This is an optimization exercise on Yosys and OpenROAD, whose aim is small area, not a production implementation.
The RTL was checked by simulation tests, not by an equivalence proof against the original design.
Power figures rest on the tool's default switching activity, not on a simulated workload.

Setup of run A:
// rv_lite_core
module rv_lite_core
#(
  parameter int    NREGS    = 16,
  parameter logic [31:0] RESET_PC = '0
) (
  input  logic       clk,
  input  logic       xreset,
  output logic       o_imem_valid,
  output logic [31:0] o_imem_addr,
  input  logic       i_imem_ready,
  input  logic [31:0] i_imem_rdata,
  output logic       o_dmem_valid,
  output logic       o_dmem_we,
  output logic [31:0] o_dmem_addr,
  output logic [31:0] o_dmem_wdata,
  output logic [3:0] o_dmem_strb,
  input  logic       i_dmem_ready,
  input  logic [31:0] i_dmem_rdata
);
clock: 10.0 ns
lec_check: 0
cap_margin: 20
core_margin: 2
core_utilization: 75
place_density: 0.85
setup_slack_margin: 0.5
slew_margin: 20
standard.sh (not shown) runs the stock make flow with config.mk's settings and CLKGATE_MAP_FILE= SYNTH_SCRIPT=/design/flow/synth_recipe.tcl, a recipe that flattens the netlist after the stock synthesis.
==> flow/flow/run.sh <==
#!/bin/bash
# The standard layout, with smaller port buffers and a clock tree of small buffers
set -euo pipefail
export BUFFER_PORTS_ARGS="-buffer_cell sky130_fd_sc_hd__buf_1"
export CTS_ARGS="-sink_clustering_enable -repair_clock_nets -dont_use_dummy_load -buf_list sky130_fd_sc_hd__clkbuf_8 -sink_clustering_size 20 -sink_clustering_max_diameter 60"
bash standard.sh > standard.log 2>&1
Per the final summary, run A finished and its layout is clean on timing, DRC and antenna.
Edits applied to the flow inputs when going from run A to run B:
Settings: setting CTS_CLUSTER_DIAMETER to 100 for the first time; setting CTS_CLUSTER_SIZE to 20 for the first time; setting CTS_BUF_LIST to sky130_fd_sc_hd__clkbuf_4 for the first time; changing CORE_UTILIZATION from 75 to 60; changing PLACE_DENSITY from 0.85 to 0.75.
--- a/flow/flow/run.sh
+++ b/flow/flow/run.sh
@@ -5 +5 @@
-export CTS_ARGS="-sink_clustering_enable -repair_clock_nets -dont_use_dummy_load -buf_list sky130_fd_sc_hd__clkbuf_8 -sink_clustering_size 20 -sink_clustering_max_diameter 60"
+export CTS_ARGS="-sink_clustering_enable -repair_clock_nets -dont_use_dummy_load -buf_list sky130_fd_sc_hd__clkbuf_8 -sink_clustering_size 16 -sink_clustering_max_diameter 50"
==> comparison <==
[run B vs run A] wire length: lower in run B
When run B is measured against run A, its total CTS buffers turns out 10 higher.
Overall power consumption in run B is about 1.5% higher than in run A
Comparing run A against run B, there is no change at all in total of max-cap violations.
Between run A and run B, setup slack increased.
Taking run A as the reference point, the met1 routing resource usage after global routing of run B falls by 8.8 points.
Run A → run B: final non-filler cell area moved up; logic gate share of total power moved down.
Comparing run A against run B, there is no change at all in post-synthesis adder-cell area fraction.
Relative to run B, the following input files were edited for run C:
--- a/flow/flow/run.sh
+++ b/flow/flow/run.sh
@@ -5 +5 @@
-export CTS_ARGS="-sink_clustering_enable -repair_clock_nets -dont_use_dummy_load -buf_list sky130_fd_sc_hd__clkbuf_8 -sink_clustering_size 16 -sink_clustering_max_diameter 50"
+export CTS_ARGS="-sink_clustering_enable -repair_clock_nets -dont_use_dummy_load -buf_list sky130_fd_sc_hd__clkbuf_4 -sink_clustering_size 10 -sink_clustering_max_diameter 40"
Results
Diff run B and run C: headroom to the max-slew limit lower in run C
From run B to run C the numbers moved as follows: die area stayed essentially flat; post-layout worst setup margin fell by 170 ps.
Side by side, switching power as a share of total power turned out higher in run C than in run B.
Met1 track demand over resource in global routing: run C vs run B, no meaningful difference
The layout-stage area growth over the synthesis result reported for run C is smaller than that of run B by 0.56 points.

========
maple:
Another version of the RTL of rv_lite_core (not shown whole).
Size in the first run: ~1300 cells after synthesis, about 610 flip-flops, about 170 I/O pins, ~16000 um^2 of cells after synthesis.
export LEC_CHECK = 0
export ABC_AREA = 1
export CAP_MARGIN = 20
export CORE_MARGIN = 2
export CORE_UTILIZATION = 70
export PLACE_DENSITY = 0.8
export SETUP_SLACK_MARGIN = 0.5
export SLEW_MARGIN = 20
create_clock -name core_clock -period 10.0 [get_ports {clk}]
==> flow/flow/run.sh <==
#!/bin/bash
# The standard layout, with smaller port buffers and a clock tree of small buffers
set -euo pipefail
export BUFFER_PORTS_ARGS="-buffer_cell sky130_fd_sc_hd__buf_1"
export CTS_ARGS="-sink_clustering_enable -repair_clock_nets -dont_use_dummy_load -buf_list sky130_fd_sc_hd__clkbuf_16 -sink_clustering_size 30 -sink_clustering_max_diameter 60"
bash standard.sh > standard.log 2>&1
maple reached the final stage; the timing, DRC and antenna checks on its layout passed.
#### Input delta (zinc over maple)
==> flow/flow/run.sh <==
#!/bin/bash
# The standard layout, with smaller port buffers and a clock tree of small buffers
set -euo pipefail
export BUFFER_PORTS_ARGS="-buffer_cell sky130_fd_sc_hd__buf_1"
export CTS_ARGS="-sink_clustering_enable -repair_clock_nets -dont_use_dummy_load -buf_list sky130_fd_sc_hd__clkbuf_4 -sink_clustering_size 9 -sink_clustering_max_diameter 35"
bash standard.sh > standard.log 2>&1
Findings:
- | critical path data arrival time | zinc vs maple | 0.12 ns higher |
- zinc: full flow OK, the timing, DRC and antenna checks passed
- Run comparison: zinc startpoint of the worst setup timing path st[2]$_SDFFE_PN0P_; maple startpoint of the worst setup timing path st[0]$_SDFFE_PN0P_
- On total leakage power, maple tracks zinc almost exactly.
- Changes observed in zinc relative to maple: number of cell instances on the worst register-to-register path was more or less identical, sequential share of layout area went up by 0.59 points, first-iteration DRC count went down by 23%, time the final worst path needs with I/O delays and setup went up by 0.12 ns.
Modified inputs, onyx compared to zinc
- a change of PLACE_DENSITY from 0.8 to 0.75
- a change of CORE_UTILIZATION from 70 to 65
Findings:
Compared with zinc, onyx shows a lower switching power summed over all nets. Looking at met2 routed wirelength, onyx sits about 17% lower than zinc does. Sort zinc and onyx by clock buffer count in the final layout, descending, and onyx comes first. Against zinc, area of the core in onyx rose by a little under 10%. As far as synthesized net count goes, onyx and zinc are indistinguishable; the numbers are identical. Measured against each other, zinc and onyx differ in hold slack, the lower figure coming from zinc. Timing-limited maximum frequency for onyx: 2.9% up relative to zinc. Compared onyx vs zinc, and global-route usage is down in onyx. On cell area: between zinc and onyx, it ends up higher for onyx.

==> afterwards: timing with drivers on the ports <==
Ports are ideal in the flow. The routed layouts listed here were re-timed in OpenROAD. Step 1: set_driving_cell puts a clkbuf_16 on clk and a buf_2 on each other input, an assumption about the parent block. Step 2 times the ports against the registers' clock, not the clock port: input delays grow and output delays shrink by t, the midpoint of the rising clock arrivals with the driver on. Three values: ideal ports, drivers, drivers and shift; two values: the first two.
| run | t (ns) | slack for setup (ns) | latest minus earliest clock arrival (ns) | worst register clock-pin slew, ns |
|---|---|---|---|---|
| run A | 0.568 | 5.745 / 5.745 / 5.534 | 0.110 / 0.111 | 0.12 / 0.12 |
| run B | 0.570 | 5.836 / 5.791 / 5.844 | 0.090 / 0.090 | 0.09 / 0.09 |
| run C | 0.681 | 5.666 / 5.621 / 5.811 | 0.107 / 0.107 | 0.10 / 0.10 |
| maple | 0.606 | 5.784 / 5.733 / 5.951 | 0.074 / 0.074 | 0.11 / 0.11 |
| zinc | 0.689 | 5.662 / 5.616 / 5.929 | 0.115 / 0.115 | 0.11 / 0.11 |
| onyx | 0.689 | 5.786 / 5.744 / 5.933 | 0.118 / 0.118 | 0.10 / 0.10 |
After both steps setup and hold are still met in every run listed. The setup slack of run A, which loses most, moves by 0.000 ns with the drivers and by -0.211 ns with both steps.
